From an optimization exercise on the open Yosys and OpenROAD flow, aimed at small area, a short achievable clock period and few clock cycles per item; shortcuts taken in it are not production practice.
RTL that was checked went through simulation tests only; none was proved equivalent to the original.
Power figures rest on the tool's default switching activity, not on a simulated workload.

// tophat_subtract
module tophat_subtract #(
    parameter int DATA_WIDTH = 16,
    parameter int LAG        = 35,
    parameter int DEPTH      = 128,
    localparam int PTR_W     = (DEPTH > 1) ? $clog2(DEPTH) : 1,
    localparam int CNT_W     = $clog2(DEPTH + 1),
    localparam int DROP_W    = $clog2(LAG + 2)
) (
    input  logic                  clk,
    input  logic                  areset,
    input  logic [DATA_WIDTH-1:0] axis_raw_tdata,
    input  logic                  axis_raw_tvalid,
    output logic                  axis_raw_tready,
    input  logic [DATA_WIDTH-1:0] axis_base_tdata,
    input  logic                  axis_base_tvalid,
    output logic                  axis_base_tready,
    output logic [DATA_WIDTH-1:0] axis_out_tdata,
    output logic                  axis_out_tvalid,
    input  logic                  axis_out_tready,
    output logic                  sat_flag
);
For scale: roughly 4500 cells after synthesis, roughly 83000 um2 of cells after synthesis.
==> module tophat_subtract, before the edit <==
module tophat_subtract #(
    parameter int DATA_WIDTH = 16,
    parameter int LAG        = 35,
    parameter int DEPTH      = 128,
    localparam int PTR_W     = (DEPTH > 1) ? $clog2(DEPTH) : 1,
    localparam int CNT_W     = $clog2(DEPTH + 1),
    localparam int DROP_W    = $clog2(LAG + 2)
) (
    input  logic                  clk,
    input  logic                  areset,
    input  logic [DATA_WIDTH-1:0] axis_raw_tdata,
    input  logic                  axis_raw_tvalid,
    output logic                  axis_raw_tready,
    input  logic [DATA_WIDTH-1:0] axis_base_tdata,
    input  logic                  axis_base_tvalid,
    output logic                  axis_base_tready,
    output logic [DATA_WIDTH-1:0] axis_out_tdata,
    output logic                  axis_out_tvalid,
    input  logic                  axis_out_tready,
    output logic                  sat_flag
);
    localparam int                NB       = DEPTH / 2;       
    localparam int                NGRP     = NB / 2;          
    localparam int                NLO      = 8;               
    localparam int                NHI      = DEPTH / NLO;
    localparam logic [PTR_W-1:0]  HOLD_MAX = PTR_W'(DEPTH - 1);
    localparam logic [DROP_W-1:0] LAG_C    = DROP_W'(LAG);
    logic [DATA_WIDTH-1:0] mem [DEPTH];
    logic [DATA_WIDTH-1:0] w_data;
    logic                  w_v;
    logic [NLO-1:0]        w_lo;
    logic [NLO-1:0]        wr_lo_n;
    logic [NHI-1:0]        wr_hi_n;
    logic [NLO-1:0]        wr_lo;
    logic [NHI-1:0]        wr_hi;
    logic [NGRP-1:0]       rd_lo [2];
    logic                  rd_hi [2];
    logic                  rd_bank;        
    logic [DATA_WIDTH-1:0] rd_part [2][2];
    logic [PTR_W-1:0]      held;           
    logic [DROP_W-1:0]     drop_cnt;
    logic                  warm;           
    logic                  raw_rdy, base_rdy;
    logic                  raw_nrdy, base_nrdy;
    assign raw_rdy  = !raw_nrdy;
    assign base_rdy = !base_nrdy;
    logic                  d_v, d_ovf;
    logic [DATA_WIDTH-1:0] d_diff;
    logic                  s_v, s_sat;
    logic [DATA_WIDTH-1:0] s_data;
    logic                  o_v, o_sat;
    logic [DATA_WIDTH-1:0] o_data;
    logic                  sticky;
    assign axis_raw_tready  = raw_rdy;
    assign axis_base_tready = base_rdy;
    assign axis_out_tdata   = o_data;
    assign axis_out_tvalid  = o_v;
    assign sat_flag         = o_sat;
    logic raw_hs, base_hs, pair, drop;
    assign raw_hs  = axis_raw_tvalid && raw_rdy;
    assign base_hs = axis_base_tvalid && base_rdy;
    assign pair    = base_hs && !warm;
    assign drop    = base_hs && warm;
    logic [DATA_WIDTH-1:0] rd_data;
    assign rd_data = rd_hi[rd_bank] ? rd_part[rd_bank][1] : rd_part[rd_bank][0];
    logic [DATA_WIDTH-1:0] diff;
    logic                  ovf;
    assign diff = rd_data - axis_base_tdata;
    assign ovf  = (rd_data[DATA_WIDTH-1] ^ axis_base_tdata[DATA_WIDTH-1]) &&
                  (rd_data[DATA_WIDTH-1] ^ diff[DATA_WIDTH-1]);
    logic [DATA_WIDTH-1:0] res;
    assign res = d_ovf ? {d_diff[DATA_WIDTH-1] ? 1'b0 : 1'b1,
                          {(DATA_WIDTH-1){d_diff[DATA_WIDTH-1]}}} : d_diff;
    assign wr_lo_n = w_v ? {wr_lo[NLO-2:0], wr_lo[NLO-1]} : wr_lo;
    assign wr_hi_n = (w_v && wr_lo[NLO-1]) ? {wr_hi[NHI-2:0], wr_hi[NHI-1]} : wr_hi;
    logic o_free;
    assign o_free = !o_v || axis_out_tready;
    logic [PTR_W-1:0] held_inc, held_dec, held_n;
    logic             raw_rdy_n, old_n;
    logic             warm_n, d_v_n, s_v_n;
    assign held_inc = held + 1'b1;
    assign held_dec = held - 1'b1;
    always_comb begin
        case ({raw_hs, pair})
            2'b10:   held_n = held_inc;
            2'b01:   held_n = held_dec;
            default: held_n = held;
        endcase
        case ({raw_hs, pair})
            2'b10:   raw_rdy_n = held != HOLD_MAX - 1'b1;
            2'b01:   raw_rdy_n = 1'b1;
            default: raw_rdy_n = held != HOLD_MAX;
        endcase
        case ({pair, w_v})
            2'b11:   old_n = held > PTR_W'(2);
            2'b10,
            2'b01:   old_n = held > PTR_W'(1);
            default: old_n = held != '0;
        endcase
        warm_n = warm && !(drop && drop_cnt == LAG_C - 1'b1);
        d_v_n  = pair || (d_v && s_v);
        s_v_n  = !o_free && (s_v || d_v);
    end
    always_ff @(posedge clk) begin
        for (int j = 0; j < NHI; j++) begin
            for (int i = 0; i < NLO; i++) begin
                if (w_lo[i] && wr_hi[j]) mem[j * NLO + i] <= w_data;
            end
        end
        w_data <= axis_raw_tdata;
        for (int b = 0; b < 2; b++) begin
            for (int h = 0; h < 2; h++) begin
                logic [DATA_WIDTH-1:0] acc;
                acc = '0;
                for (int i = 0; i < NGRP; i++) begin
                    acc = acc | ({DATA_WIDTH{rd_lo[b][i]}} & mem[2 * (h * NGRP + i) + b]);
                end
                rd_part[b][h] <= acc;
            end
        end
        if (pair) begin
            d_diff <= diff;
            d_ovf  <= ovf;
        end
        if (!o_free && !s_v && d_v) begin
            s_data <= res;
            s_sat  <= sticky || d_ovf;
        end
        if (o_free) begin
            if (s_v) begin
                o_data <= s_data;
                o_sat  <= s_sat;
            end else if (d_v) begin
                o_data <= res;
                o_sat  <= sticky || d_ovf;
            end
        end
    end
    always_ff @(posedge clk or posedge areset) begin
        if (areset) begin
            w_v      <= 1'b0;
            w_lo     <= '0;
            wr_lo    <= NLO'(1);
            wr_hi    <= NHI'(1);
            rd_lo[0] <= NGRP'(1);
            rd_lo[1] <= NGRP'(1);
            rd_hi[0] <= 1'b0;
            rd_hi[1] <= 1'b0;
            rd_bank  <= 1'b0;
            held     <= '0;
            drop_cnt <= '0;
            warm     <= 1'b1;
            raw_nrdy  <= 1'b0;
            base_nrdy <= 1'b0;
            d_v      <= 1'b0;
            s_v      <= 1'b0;
            o_v      <= 1'b0;
            sticky   <= 1'b0;
        end else begin
            w_v <= raw_hs;
            wr_lo <= wr_lo_n;
            wr_hi <= wr_hi_n;
            w_lo  <= raw_hs ? wr_lo_n : '0;
            if (pair) begin
                rd_bank <= !rd_bank;
                for (int b = 0; b < 2; b++) begin
                    if (rd_bank == 1'(b)) begin
                        rd_lo[b] <= {rd_lo[b][NGRP-2:0], rd_lo[b][NGRP-1]};
                        if (rd_lo[b][NGRP-1]) rd_hi[b] <= !rd_hi[b];
                    end
                end
            end
            if (drop)   drop_cnt <= drop_cnt + 1'b1;
            held     <= held_n;
            warm     <= warm_n;
            raw_nrdy  <= !raw_rdy_n;
            base_nrdy <= !(warm_n || (old_n && (!s_v_n || !d_v_n)));
            d_v      <= d_v_n;
            s_v      <= s_v_n;
            o_v      <= !o_free || s_v || d_v;
            if (!s_v && d_v && d_ovf) sticky <= 1'b1;
        end
    end
endmodule
==> flow/config.mk <==
export PLATFORM = sky130hd
export DESIGN_NAME = tophat_subtract
export DESIGN_NICKNAME = tophat_subtract
export VERILOG_FILES = /design/flow/design.v
export SDC_FILE = /design/flow/constraint.sdc
export NUM_CORES = 4
export LEC_CHECK = 0
export CAP_MARGIN = 20
export CORE_MARGIN = 2
export CORE_UTILIZATION = 50
export CTS_CLUSTER_DIAMETER = 80
export CTS_CLUSTER_SIZE = 24
export SETUP_SLACK_MARGIN = 2.7
export SLEW_MARGIN = 20
export TNS_END_PERCENT = 100
==> flow/constraint.sdc <==
create_clock -name core_clock -period 5.0 [get_ports {clk}]
set_input_delay 1.0000 -clock core_clock [delete_from_list [all_inputs] [get_ports {clk}]]
set_output_delay 1.0000 -clock core_clock [all_outputs]
set_load 0.01 [all_outputs]
standard.sh (not shown) runs the stock make flow with config.mk's settings and CLKGATE_MAP_FILE= SYNTH_SCRIPT=/design/flow/synth_recipe.tcl, a recipe that flattens the netlist after the stock synthesis.
==> flow/flow/run.sh <==
#!/bin/bash
set -euo pipefail
export MAKEFLAGS="MATCH_CELL_FOOTPRINT=0"
export BUFFER_PORTS_ARGS="-buffer_cell sky130_fd_sc_hd__buf_4"
bash standard.sh > make_finish.log 2>&1
Rerun with:
--- a/flow/design.v
+++ b/flow/design.v
@@ -45,4 +45,6 @@
     assign raw_rdy  = !raw_nrdy;
     assign base_rdy = !base_nrdy;
+    logic                  p1_v;
+    logic [DATA_WIDTH-1:0] p1_raw, p1_base;
     logic                  d_v, d_ovf;
     logic [DATA_WIDTH-1:0] d_diff;
@@ -66,7 +68,7 @@
     logic [DATA_WIDTH-1:0] diff;
     logic                  ovf;
-    assign diff = rd_data - axis_base_tdata;
-    assign ovf  = (rd_data[DATA_WIDTH-1] ^ axis_base_tdata[DATA_WIDTH-1]) &&
-                  (rd_data[DATA_WIDTH-1] ^ diff[DATA_WIDTH-1]);
+    assign diff = p1_raw - p1_base;
+    assign ovf  = (p1_raw[DATA_WIDTH-1] ^ p1_base[DATA_WIDTH-1]) &&
+                  (p1_raw[DATA_WIDTH-1] ^ diff[DATA_WIDTH-1]);
     logic [DATA_WIDTH-1:0] res;
     assign res = d_ovf ? {d_diff[DATA_WIDTH-1] ? 1'b0 : 1'b1,
@@ -78,5 +80,5 @@
     logic [PTR_W-1:0] held_inc, held_dec, held_n;
     logic             raw_rdy_n, old_n;
-    logic             warm_n, d_v_n, s_v_n;
+    logic             warm_n, p1_v_n, s_v_n;
     assign held_inc = held + 1'b1;
     assign held_dec = held - 1'b1;
@@ -99,5 +101,5 @@
         endcase
         warm_n = warm && !(drop && drop_cnt == LAG_C - 1'b1);
-        d_v_n  = pair || (d_v && s_v);
+        p1_v_n = pair || (p1_v && s_v);
         s_v_n  = !o_free && (s_v || d_v);
     end
@@ -120,4 +122,8 @@
         end
         if (pair) begin
+            p1_raw  <= rd_data;
+            p1_base <= axis_base_tdata;
+        end
+        if (!s_v) begin
             d_diff <= diff;
             d_ovf  <= ovf;
@@ -153,4 +159,5 @@
             raw_nrdy  <= 1'b0;
             base_nrdy <= 1'b0;
+            p1_v     <= 1'b0;
             d_v      <= 1'b0;
             s_v      <= 1'b0;
@@ -175,6 +182,7 @@
             warm     <= warm_n;
             raw_nrdy  <= !raw_rdy_n;
-            base_nrdy <= !(warm_n || (old_n && (!s_v_n || !d_v_n)));
-            d_v      <= d_v_n;
+            base_nrdy <= !(warm_n || (old_n && (!s_v_n || !p1_v_n)));
+            p1_v     <= p1_v_n;
+            if (!s_v) d_v <= p1_v;
             s_v      <= s_v_n;
             o_v      <= !o_free || s_v || d_v;
The new run completed with no timing, DRC or antenna violations.
Area after synthesis rises by 1.5%.
Combinational power shrinks by 28%.
Sequential share of layout area came out higher by 0.62 points.
Design area went up by 0.65%.
Sequential power rises by about 3%.
Die area came out higher by 1.5%.
Routed wire length decreases by 0.37%.
Testbench counts after the change, summed over its fixed seeds: cycles 2,704, items 2,400.
The RTL of the first run of this note was laid out without a check of its function.

re-timing with driven ports:
The results above use ideal ports. As a check the final layouts listed here were re-extracted and re-timed, cells and wires unchanged.
Step 1, drivers: a clkbuf_16 drives clk and a buf_2 each remaining input, both assumed.
Step 2, shift: input delay + t, output delay - t, t = (earliest + latest rising clock arrival at the registers) / 2. This alone moves slack from input paths to output paths.
Three values: ideal, step 1, step 2; two values: the first two.
run	t, ns	setup WS [ns]	worst setup path after step 2
the first run	0.852	2.361 / 2.361 / 2.105	input to register
the second run	0.853	2.584 / 2.496 / 2.244	input to register
After both steps setup and hold are still met in every run listed. The setup slack of the second run, which loses most, moves by -0.088 ns with the drivers and by -0.340 ns with both steps.
